Source: an optimization exercise on an open RTL-to-GDS flow (aim: small area, a short achievable clock period and few clock cycles per item). Production flows keep margins and buffers that such runs may drop.
RTL that was checked went through simulation tests only; none was proved equivalent to the original.

Design aes_cipher_core, start of the top module:
module aes_cipher_core
(
    input  logic         clk,
    input  logic         reset_n,
    input  logic         start,
    input  logic [127:0] plain_text,
    input  logic [127:0] round_key,
    output logic [3:0]   round_num,
    output logic         valid,
    output logic [127:0] cipher_text
);
    logic op_load;
    logic op_mix;
    aes_round_ctrl round_ctrl_i (
        .clk       (clk),
        .reset_n   (reset_n),
        .start     (start),
        .op_load   (op_load),
        .op_mix    (op_mix),
        .round_num (round_num),
        .valid     (valid)
    );
    aes_round_datapath round_datapath_i (
        .clk        (clk),
        .op_load    (op_load),
        .op_mix     (op_mix),
        .plain_text (plain_text),
        .round_key  (round_key),
        .state      (cipher_text)
    );
endmodule
Size in the first run: roughly 3200 cells after synthesis, roughly 130 flip-flops, about 390 I/O pins.
==> module aes_sbox, before the edit <==
module aes_sbox
(
    input  logic [7:0] in_byte,
    output logic [7:0] out_byte
);
    logic U0, U1, U2, U3, U4, U5, U6, U7;
    logic T1, T2, T3, T4, T5, T6, T7, T8, T9, T10, T11, T12, T13, T14;
    logic T15, T16, T17, T18, T19, T20, T21, T22, T23, T24, T25, T26, T27;
    logic M1, M2, M3, M4, M5, M6, M7, M8, M9, M10, M11, M12, M13, M14, M15, M16;
    logic M17, M18, M19, M20, M21, M22, M23;
    logic M37, M38, M39, M40, M41, M42, M43, M44, M45;
    logic M46, M47, M48, M49, M50, M51, M52, M53, M54, M55, M56, M57, M58, M59;
    logic M60, M61, M62, M63;
    logic L0, L1, L2, L3, L4, L5, L6, L7, L8, L9, L10, L11, L12, L13, L14, L15;
    logic L16, L17, L18, L19, L20, L21, L22, L23, L24, L25, L26, L27, L28, L29;
    assign {U0, U1, U2, U3, U4, U5, U6, U7} = in_byte;
    assign T1  = U0 ^ U3;
    assign T2  = U0 ^ U5;
    assign T3  = U0 ^ U6;
    assign T4  = U3 ^ U5;
    assign T5  = U4 ^ U6;
    assign T6  = T1 ^ T5;
    assign T7  = U1 ^ U2;
    assign T8  = U7 ^ T6;
    assign T9  = U7 ^ T7;
    assign T10 = T6 ^ T7;
    assign T11 = U1 ^ U5;
    assign T12 = U2 ^ U5;
    assign T13 = T3 ^ T4;
    assign T14 = T6 ^ T11;
    assign T15 = T5 ^ T11;
    assign T16 = T5 ^ T12;
    assign T17 = T9 ^ T16;
    assign T18 = U3 ^ U7;
    assign T19 = T7 ^ T18;
    assign T20 = T1 ^ T19;
    assign T21 = U6 ^ U7;
    assign T22 = T7 ^ T21;
    assign T23 = T2 ^ T22;
    assign T24 = T2 ^ T10;
    assign T25 = T20 ^ T17;
    assign T26 = T3 ^ T16;
    assign T27 = T1 ^ T12;
    assign M1  = T13 & T6;
    assign M2  = T23 & T8;
    assign M3  = T14 ^ M1;
    assign M4  = T19 & U7;
    assign M5  = M4 ^ M1;
    assign M6  = T3 & T16;
    assign M7  = T22 & T9;
    assign M8  = T26 ^ M6;
    assign M9  = T20 & T17;
    assign M10 = M9 ^ M6;
    assign M11 = T1 & T15;
    assign M12 = T4 & T27;
    assign M13 = M12 ^ M11;
    assign M14 = T2 & T10;
    assign M15 = M14 ^ M11;
    assign M16 = M3 ^ M2;
    assign M17 = M5 ^ T24;
    assign M18 = M8 ^ M7;
    assign M19 = M10 ^ M15;
    assign M20 = M16 ^ M13;
    assign M21 = M17 ^ M15;
    assign M22 = M18 ^ M13;
    assign M23 = M19 ^ T25;
    always_comb
    begin
        case ({M20, M21, M22, M23})
            4'd0: {M37, M38, M39, M40} = 4'b0000;
            4'd1: {M37, M38, M39, M40} = 4'b0011;
            4'd2: {M37, M38, M39, M40} = 4'b0001;
            4'd3: {M37, M38, M39, M40} = 4'b0010;
            4'd4: {M37, M38, M39, M40} = 4'b1100;
            4'd5: {M37, M38, M39, M40} = 4'b0101;
            4'd6: {M37, M38, M39, M40} = 4'b1110;
            4'd7: {M37, M38, M39, M40} = 4'b0110;
            4'd8: {M37, M38, M39, M40} = 4'b0100;
            4'd9: {M37, M38, M39, M40} = 4'b1011;
            4'd10: {M37, M38, M39, M40} = 4'b1010;
            4'd11: {M37, M38, M39, M40} = 4'b0111;
            4'd12: {M37, M38, M39, M40} = 4'b1000;
            4'd13: {M37, M38, M39, M40} = 4'b1001;
            4'd14: {M37, M38, M39, M40} = 4'b1101;
            4'd15: {M37, M38, M39, M40} = 4'b1111;
            default: {M37, M38, M39, M40} = 4'b0000;
        endcase
    end
    assign M41 = M38 ^ M40;
    assign M42 = M37 ^ M39;
    assign M43 = M37 ^ M38;
    assign M44 = M39 ^ M40;
    assign M45 = M42 ^ M41;
    assign M46 = M44 & T6;
    assign M47 = M40 & T8;
    assign M48 = M39 & U7;
    assign M49 = M43 & T16;
    assign M50 = M38 & T9;
    assign M51 = M37 & T17;
    assign M52 = M42 & T15;
    assign M53 = M45 & T27;
    assign M54 = M41 & T10;
    assign M55 = M44 & T13;
    assign M56 = M40 & T23;
    assign M57 = M39 & T19;
    assign M58 = M43 & T3;
    assign M59 = M38 & T22;
    assign M60 = M37 & T20;
    assign M61 = M42 & T1;
    assign M62 = M45 & T4;
    assign M63 = M41 & T2;
    assign L0  = M61 ^ M62;
    assign L1  = M50 ^ M56;
    assign L2  = M46 ^ M48;
    assign L3  = M47 ^ M55;
    assign L4  = M54 ^ M58;
    assign L5  = M49 ^ M61;
    assign L6  = M62 ^ L5;
    assign L7  = M46 ^ L3;
    assign L8  = M51 ^ M59;
    assign L9  = M52 ^ M53;
    assign L10 = M53 ^ L4;
    assign L11 = M60 ^ L2;
    assign L12 = M48 ^ M51;
    assign L13 = M50 ^ L0;
    assign L14 = M52 ^ M61;
    assign L15 = M55 ^ L1;
    assign L16 = M56 ^ L0;
    assign L17 = M57 ^ L1;
    assign L18 = M58 ^ L8;
    assign L19 = M63 ^ L4;
    assign L20 = L0 ^ L1;
    assign L21 = L1 ^ L7;
    assign L22 = L3 ^ L12;
    assign L23 = L18 ^ L2;
    assign L24 = L15 ^ L9;
    assign L25 = L6 ^ L10;
    assign L26 = L7 ^ L9;
    assign L27 = L8 ^ L10;
    assign L28 = L11 ^ L14;
    assign L29 = L11 ^ L17;
    assign out_byte[7] = L6 ^ L24;
    assign out_byte[6] = ~(L16 ^ L26);
    assign out_byte[5] = ~(L19 ^ L28);
    assign out_byte[4] = L6 ^ L21;
    assign out_byte[3] = L20 ^ L22;
    assign out_byte[2] = L25 ^ L29;
    assign out_byte[1] = ~(L13 ^ L27);
    assign out_byte[0] = ~(L6 ^ L23);
endmodule
Settings: LEC_CHECK=0, CAP_MARGIN=20, CORE_AREA=2 2 246.26 246.8, DIE_AREA=0 0 248.26 248.8, SLEW_MARGIN=20; clock period 24.0 ns.
standard.sh (not shown) runs the stock make flow with config.mk's settings and CLKGATE_MAP_FILE= SYNTH_SCRIPT=/design/flow/synth_recipe.tcl, a recipe that flattens the netlist after the stock synthesis.
==> flow/flow/run.sh <==
#!/bin/bash
# Own layout flow: the standard flow (standard.sh), with two changes to how
# the layout is made:
#  * the final ABC mapping in synthesis uses an area-oriented script instead of
#    ORFS's (which maps this XOR-heavy design to nearly twice the area); every
#    step before it, and so every register and its name, is the standard one;
#  * the port buffers that global placement inserts are buf_1 cells.
# Each tool's output is written to a log of its own in the work folder.
set -euo pipefail
W=$PWD
ABC_SCRIPT=$(cat "$W/flow/abc.script")

cat > "$W/own_synth.tcl" <<EOT
proc abc {args} {
  set i [lsearch -exact \$args -script]
  if {\$i >= 0} { lset args [expr {\$i + 1}] {$ABC_SCRIPT} }
  yosys abc {*}\$args
}
source $W/synth_recipe.tcl
EOT

EXTRA=()
if [[ -f "$W/flow/make.args" ]]; then
  while IFS= read -r line; do
    [[ -n "$line" ]] && EXTRA+=("$line")
  done < "$W/flow/make.args"
fi

bash "$W/standard.sh" "SYNTH_SCRIPT=$W/own_synth.tcl" \
  "BUFFER_PORTS_ARGS=-buffer_cell sky130_fd_sc_hd__buf_1" \
  "${EXTRA[@]}" finish > "$W/flow_make.log" 2>&1
==> flow/flow/abc.script <==
+strash;dc2;&get,-n;&dch,-f;&nf,-R,1000;&put;
==> flow/flow/make.args <==
SETUP_SLACK_MARGIN=17.5
The first run completed without violations.
==> next run, changes <==
--- a/flow/design.v
+++ b/flow/design.v
@@ -5,12 +5,12 @@
 );
     logic U0, U1, U2, U3, U4, U5, U6, U7;
     logic T1, T2, T3, T4, T5, T6, T7, T8, T9, T10, T11, T12, T13, T14;
     logic T15, T16, T17, T18, T19, T20, T21, T22, T23, T24, T25, T26, T27;
     logic M1, M2, M3, M4, M5, M6, M7, M8, M9, M10, M11, M12, M13, M14, M15, M16;
-    logic M17, M18, M19, M20, M21, M22, M23;
-    logic M37, M38, M39, M40, M41, M42, M43, M44, M45;
+    logic M17, M18, M19, M20, M21, M22, M23, M24, M25, M26, M27, M28, M29, M30;
+    logic M31, M32, M33, M34, M35, M36, M37, M38, M39, M40, M41, M42, M43, M44, M45;
     logic M46, M47, M48, M49, M50, M51, M52, M53, M54, M55, M56, M57, M58, M59;
     logic M60, M61, M62, M63;
     logic L0, L1, L2, L3, L4, L5, L6, L7, L8, L9, L10, L11, L12, L13, L14, L15;
     logic L16, L17, L18, L19, L20, L21, L22, L23, L24, L25, L26, L27, L28, L29;
     assign {U0, U1, U2, U3, U4, U5, U6, U7} = in_byte;
@@ -62,32 +62,27 @@
     assign M19 = M10 ^ M15;
     assign M20 = M16 ^ M13;
     assign M21 = M17 ^ M15;
     assign M22 = M18 ^ M13;
     assign M23 = M19 ^ T25;
-    always_comb
-    begin
-        case ({M20, M21, M22, M23})
-            4'd0: {M37, M38, M39, M40} = 4'b0000;
-            4'd1: {M37, M38, M39, M40} = 4'b0011;
-            4'd2: {M37, M38, M39, M40} = 4'b0001;
-            4'd3: {M37, M38, M39, M40} = 4'b0010;
-            4'd4: {M37, M38, M39, M40} = 4'b1100;
-            4'd5: {M37, M38, M39, M40} = 4'b0101;
-            4'd6: {M37, M38, M39, M40} = 4'b1110;
-            4'd7: {M37, M38, M39, M40} = 4'b0110;
-            4'd8: {M37, M38, M39, M40} = 4'b0100;
-            4'd9: {M37, M38, M39, M40} = 4'b1011;
-            4'd10: {M37, M38, M39, M40} = 4'b1010;
-            4'd11: {M37, M38, M39, M40} = 4'b0111;
-            4'd12: {M37, M38, M39, M40} = 4'b1000;
-            4'd13: {M37, M38, M39, M40} = 4'b1001;
-            4'd14: {M37, M38, M39, M40} = 4'b1101;
-            4'd15: {M37, M38, M39, M40} = 4'b1111;
-            default: {M37, M38, M39, M40} = 4'b0000;
-        endcase
-    end
+    assign M24 = M22 ^ M23;
+    assign M25 = M22 & M20;
+    assign M26 = M21 ^ M25;
+    assign M27 = M20 ^ M21;
+    assign M28 = M23 ^ M25;
+    assign M29 = M28 & M27;
+    assign M30 = M26 & M24;
+    assign M31 = M20 & M23;
+    assign M32 = M27 & M31;
+    assign M33 = M27 ^ M25;
+    assign M34 = M21 & M22;
+    assign M35 = M24 & M34;
+    assign M36 = M24 ^ M25;
+    assign M37 = M21 ^ M29;
+    assign M38 = M32 ^ M33;
+    assign M39 = M23 ^ M30;
+    assign M40 = M35 ^ M36;
     assign M41 = M38 ^ M40;
     assign M42 = M37 ^ M39;
     assign M43 = M37 ^ M38;
     assign M44 = M39 ^ M40;
     assign M45 = M42 ^ M41;
The new run ran to the end with no violations.
Cell count goes down by 0.95%.
Clock-buffer cell count is lower by 3.
Hold slack is worse by 0.013 ns.
Wire length shrinks by 1.5%.
Testbench counts after the change, summed over its fixed seeds: cycles 2,304, blocks 192.
For the first run of this note, only the layout was checked, not whether the RTL still works.

========
== the baseline ==
The RTL this note starts from:
==> flow/design.v <==
module aes_sbox
(
    input  logic [7:0] in_byte,
    output logic [7:0] out_byte
);
    logic U0, U1, U2, U3, U4, U5, U6, U7;
    logic T1, T2, T3, T4, T5, T6, T7, T8, T9, T10, T11, T12, T13, T14;
    logic T15, T16, T17, T18, T19, T20, T21, T22, T23, T24, T25, T26, T27;
    logic M1, M2, M3, M4, M5, M6, M7, M8, M9, M10, M11, M12, M13, M14, M15, M16;
    logic M17, M18, M19, M20, M21, M22, M23, M24, M25, M26, M27, M28, M29, M30;
    logic M31, M32, M33, M34, M35, M36, M37, M38, M39, M40, M41, M42, M43, M44, M45;
    logic M46, M47, M48, M49, M50, M51, M52, M53, M54, M55, M56, M57, M58, M59;
    logic M60, M61, M62, M63;
    logic L0, L1, L2, L3, L4, L5, L6, L7, L8, L9, L10, L11, L12, L13, L14, L15;
    logic L16, L17, L18, L19, L20, L21, L22, L23, L24, L25, L26, L27, L28, L29;
    assign {U0, U1, U2, U3, U4, U5, U6, U7} = in_byte;
    assign T1  = U0 ^ U3;
    assign T2  = U0 ^ U5;
    assign T3  = U0 ^ U6;
    assign T4  = U3 ^ U5;
    assign T5  = U4 ^ U6;
    assign T6  = T1 ^ T5;
    assign T7  = U1 ^ U2;
    assign T8  = U7 ^ T6;
    assign T9  = U7 ^ T7;
    assign T10 = T6 ^ T7;
    assign T11 = U1 ^ U5;
    assign T12 = U2 ^ U5;
    assign T13 = T3 ^ T4;
    assign T14 = T6 ^ T11;
    assign T15 = T5 ^ T11;
    assign T16 = T5 ^ T12;
    assign T17 = T9 ^ T16;
    assign T18 = U3 ^ U7;
    assign T19 = T7 ^ T18;
    assign T20 = T1 ^ T19;
    assign T21 = U6 ^ U7;
    assign T22 = T7 ^ T21;
    assign T23 = T2 ^ T22;
    assign T24 = T2 ^ T10;
    assign T25 = T20 ^ T17;
    assign T26 = T3 ^ T16;
    assign T27 = T1 ^ T12;
    assign M1  = T13 & T6;
    assign M2  = T23 & T8;
    assign M3  = T14 ^ M1;
    assign M4  = T19 & U7;
    assign M5  = M4 ^ M1;
    assign M6  = T3 & T16;
    assign M7  = T22 & T9;
    assign M8  = T26 ^ M6;
    assign M9  = T20 & T17;
    assign M10 = M9 ^ M6;
    assign M11 = T1 & T15;
    assign M12 = T4 & T27;
    assign M13 = M12 ^ M11;
    assign M14 = T2 & T10;
    assign M15 = M14 ^ M11;
    assign M16 = M3 ^ M2;
    assign M17 = M5 ^ T24;
    assign M18 = M8 ^ M7;
    assign M19 = M10 ^ M15;
    assign M20 = M16 ^ M13;
    assign M21 = M17 ^ M15;
    assign M22 = M18 ^ M13;
    assign M23 = M19 ^ T25;
    assign M24 = M22 ^ M23;
    assign M25 = M22 & M20;
    assign M26 = M21 ^ M25;
    assign M27 = M20 ^ M21;
    assign M28 = M23 ^ M25;
    assign M29 = M28 & M27;
    assign M30 = M26 & M24;
    assign M31 = M20 & M23;
    assign M32 = M27 & M31;
    assign M33 = M27 ^ M25;
    assign M34 = M21 & M22;
    assign M35 = M24 & M34;
    assign M36 = M24 ^ M25;
    assign M37 = M21 ^ M29;
    assign M38 = M32 ^ M33;
    assign M39 = M23 ^ M30;
    assign M40 = M35 ^ M36;
    assign M41 = M38 ^ M40;
    assign M42 = M37 ^ M39;
    assign M43 = M37 ^ M38;
    assign M44 = M39 ^ M40;
    assign M45 = M42 ^ M41;
    assign M46 = M44 & T6;
    assign M47 = M40 & T8;
    assign M48 = M39 & U7;
    assign M49 = M43 & T16;
    assign M50 = M38 & T9;
    assign M51 = M37 & T17;
    assign M52 = M42 & T15;
    assign M53 = M45 & T27;
    assign M54 = M41 & T10;
    assign M55 = M44 & T13;
    assign M56 = M40 & T23;
    assign M57 = M39 & T19;
    assign M58 = M43 & T3;
    assign M59 = M38 & T22;
    assign M60 = M37 & T20;
    assign M61 = M42 & T1;
    assign M62 = M45 & T4;
    assign M63 = M41 & T2;
    assign L0  = M61 ^ M62;
    assign L1  = M50 ^ M56;
    assign L2  = M46 ^ M48;
    assign L3  = M47 ^ M55;
    assign L4  = M54 ^ M58;
    assign L5  = M49 ^ M61;
    assign L6  = M62 ^ L5;
    assign L7  = M46 ^ L3;
    assign L8  = M51 ^ M59;
    assign L9  = M52 ^ M53;
    assign L10 = M53 ^ L4;
    assign L11 = M60 ^ L2;
    assign L12 = M48 ^ M51;
    assign L13 = M50 ^ L0;
    assign L14 = M52 ^ M61;
    assign L15 = M55 ^ L1;
    assign L16 = M56 ^ L0;
    assign L17 = M57 ^ L1;
    assign L18 = M58 ^ L8;
    assign L19 = M63 ^ L4;
    assign L20 = L0 ^ L1;
    assign L21 = L1 ^ L7;
    assign L22 = L3 ^ L12;
    assign L23 = L18 ^ L2;
    assign L24 = L15 ^ L9;
    assign L25 = L6 ^ L10;
    assign L26 = L7 ^ L9;
    assign L27 = L8 ^ L10;
    assign L28 = L11 ^ L14;
    assign L29 = L11 ^ L17;
    assign out_byte[7] = L6 ^ L24;
    assign out_byte[6] = ~(L16 ^ L26);
    assign out_byte[5] = ~(L19 ^ L28);
    assign out_byte[4] = L6 ^ L21;
    assign out_byte[3] = L20 ^ L22;
    assign out_byte[2] = L25 ^ L29;
    assign out_byte[1] = ~(L13 ^ L27);
    assign out_byte[0] = ~(L6 ^ L23);
endmodule
module aes_mix_columns
(
    input  logic [127:0] in_block,
    input  logic         enable,
    output logic [127:0] delta
);
    function automatic logic [7:0] gf_xtime(input logic [7:0] a);
        gf_xtime = {a[6:0], 1'b0} ^ (a[7] ? 8'h1b : 8'h00);
    endfunction
    always_comb
    begin
        for (int c = 0; c < 4; c++)
        begin
            logic [7:0] a0, a1, a2, a3;
            logic [7:0] s01, s12, s23, s30, t;
            a0  = in_block[127 - 32*c      -: 8];
            a1  = in_block[127 - 32*c - 8  -: 8];
            a2  = in_block[127 - 32*c - 16 -: 8];
            a3  = in_block[127 - 32*c - 24 -: 8];
            s01 = a0 ^ a1;
            s12 = a1 ^ a2;
            s23 = a2 ^ a3;
            s30 = a3 ^ a0;
            t   = s01 ^ s23;
            delta[127 - 32*c      -: 8] = (t ^ gf_xtime(s01)) & {8{enable}};
            delta[127 - 32*c - 8  -: 8] = (t ^ gf_xtime(s12)) & {8{enable}};
            delta[127 - 32*c - 16 -: 8] = (t ^ gf_xtime(s23)) & {8{enable}};
            delta[127 - 32*c - 24 -: 8] = (t ^ gf_xtime(s30)) & {8{enable}};
        end
    end
endmodule
module aes_round_datapath
(
    input  logic         clk,
    input  logic         op_load,
    input  logic         op_mix,
    input  logic [127:0] plain_text,
    input  logic [127:0] round_key,
    output logic [127:0] state
);
    logic [127:0] sub_block;
    logic [127:0] shifted;
    logic [127:0] delta;
    for (genvar i = 0; i < 16; i++)
    begin : g_sbox
        aes_sbox sbox_i (
            .in_byte  (state[127 - 8*i -: 8]),
            .out_byte (sub_block[127 - 8*i -: 8])
        );
    end
    always_comb
    begin
        for (int c = 0; c < 4; c++)
        begin
            for (int r = 0; r < 4; r++)
            begin
                shifted[127 - 8*(4*c + r) -: 8] = sub_block[127 - 8*(4*((c + r) % 4) + r) -: 8];
            end
        end
    end
    aes_mix_columns mix_columns_i (
        .in_block  (shifted),
        .enable    (op_mix),
        .delta     (delta)
    );
    always_ff @(posedge clk)
    begin
        state <= (op_load ? plain_text : shifted) ^ delta ^ round_key;
    end
endmodule
module aes_round_ctrl
(
    input  logic       clk,
    input  logic       reset_n,
    input  logic       start,
    output logic       op_load,
    output logic       op_mix,
    output logic [3:0] round_num,
    output logic       valid
);
    logic [3:0] count;
    logic       done;
    always_ff @(posedge clk or negedge reset_n)
    begin
        if (!reset_n)
        begin
            count <= 4'd0;
            done  <= 1'b0;
        end
        else
        begin
            done <= (count == 4'd10);
            if (count == 4'd0)
            begin
                count <= (start && !done) ? 4'd1 : 4'd0;
            end
            else if (count == 4'd10)
            begin
                count <= 4'd0;
            end
            else
            begin
                count <= count + 4'd1;
            end
        end
    end
    assign op_load   = (count == 4'd0);
    assign op_mix    = (count != 4'd0) && (count != 4'd10);
    assign round_num = count;
    assign valid     = done;
endmodule
module aes_cipher_core
(
    input  logic         clk,
    input  logic         reset_n,
    input  logic         start,
    input  logic [127:0] plain_text,
    input  logic [127:0] round_key,
    output logic [3:0]   round_num,
    output logic         valid,
    output logic [127:0] cipher_text
);
    logic op_load;
    logic op_mix;
    aes_round_ctrl round_ctrl_i (
        .clk       (clk),
        .reset_n   (reset_n),
        .start     (start),
        .op_load   (op_load),
        .op_mix    (op_mix),
        .round_num (round_num),
        .valid     (valid)
    );
    aes_round_datapath round_datapath_i (
        .clk        (clk),
        .op_load    (op_load),
        .op_mix     (op_mix),
        .plain_text (plain_text),
        .round_key  (round_key),
        .state      (cipher_text)
    );
endmodule
Settings: LEC_CHECK=0, CAP_MARGIN=20, CORE_MARGIN=2, CORE_UTILIZATION=40, SLEW_MARGIN=20; clock period 24.0 ns.
run.sh (not shown) runs the stock make flow with config.mk's settings and CLKGATE_MAP_FILE= SYNTH_SCRIPT=/design/flow/synth_recipe.tcl, a recipe that flattens the netlist after the stock synthesis.
Stock flow here: none of the scripts above is used.
Testbench counts of the baseline, summed over its fixed seeds: cycles 2,304, blocks 192.
Relative to the baseline, the following input files were edited for the candidate:
diff --git a/flow/design.v b/flow/design.v
--- a/flow/design.v
+++ b/flow/design.v
@@ -222,39 +222,33 @@
     output logic       op_mix,
     output logic [3:0] round_num,
     output logic       valid
 );
     logic [3:0] count;
-    logic       done;
     always_ff @(posedge clk or negedge reset_n)
     begin
         if (!reset_n)
         begin
             count <= 4'd0;
-            done  <= 1'b0;
+        end
+        else if (count == 4'd0)
+        begin
+            count <= start ? 4'd1 : 4'd0;
+        end
+        else if (count == 4'd11)
+        begin
+            count <= 4'd0;
         end
         else
         begin
-            done <= (count == 4'd10);
-            if (count == 4'd0)
-            begin
-                count <= (start && !done) ? 4'd1 : 4'd0;
-            end
-            else if (count == 4'd10)
-            begin
-                count <= 4'd0;
-            end
-            else
-            begin
-                count <= count + 4'd1;
-            end
+            count <= count + 4'd1;
         end
     end
     assign op_load   = (count == 4'd0);
     assign op_mix    = (count != 4'd0) && (count != 4'd10);
     assign round_num = count;
-    assign valid     = done;
+    assign valid     = (count == 4'd11);
 endmodule
 module aes_cipher_core
 (
     input  logic         clk,
     input  logic         reset_n,
### Flow results
The adder and majority cell fraction of the synthesized area on the candidate is in line with that on the baseline. Compared to the baseline, the router laid down more metal wire for the candidate. Relative to the baseline, global-route usage has gone up in the candidate. Clock-buffer cell count in the candidate vs the baseline: down 3. The candidate vs the baseline — cell area after synthesis climbed slightly. Source of the critical timing path: round_datapath_i.state[42]$_DFF_P_ -> the candidate, round_datapath_i.state[87]$_DFF_P_ -> the baseline. Across both runs, area share of xor/xnor cells in the synthesized design was higher for the candidate than for the baseline. The candidate gives more number of detailed-route iterations in the first pass than the baseline did. Between the candidate and the baseline, the non-clock buffer instance count of the final layout figures differ only marginally.
Only the layout flow was run in the candidate; the RTL was not checked for function there.

==> port drivers added, routing unchanged <==
In the flow no input, the clock included, has a driving cell. The finished layouts below were timed again as built, in two steps. Step 1 assumes that a clkbuf_16 drives the clock port and a buf_2 every other input. Step 2 times the ports against the registers' clock, not the clock port: input delays grow and output delays shrink by t, the midpoint of the rising clock arrivals with the driver on. Three values: no drivers, after step 1, after step 2; two values: the first two.
run	t (ns)	setup slack, ns	worst register clock-pin slew, ns
the first run of note 1	0.538	17.803 / 17.791 / 17.803	0.07 / 0.07
the second run of note 1	0.546	17.794 / 17.733 / 17.900	0.07 / 0.07
the baseline	0.580	15.814 / 15.814 / 15.814	0.08 / 0.08
the candidate	0.575	16.186 / 16.186 / 16.186	0.08 / 0.08
After both steps setup and hold are still met in every run listed.
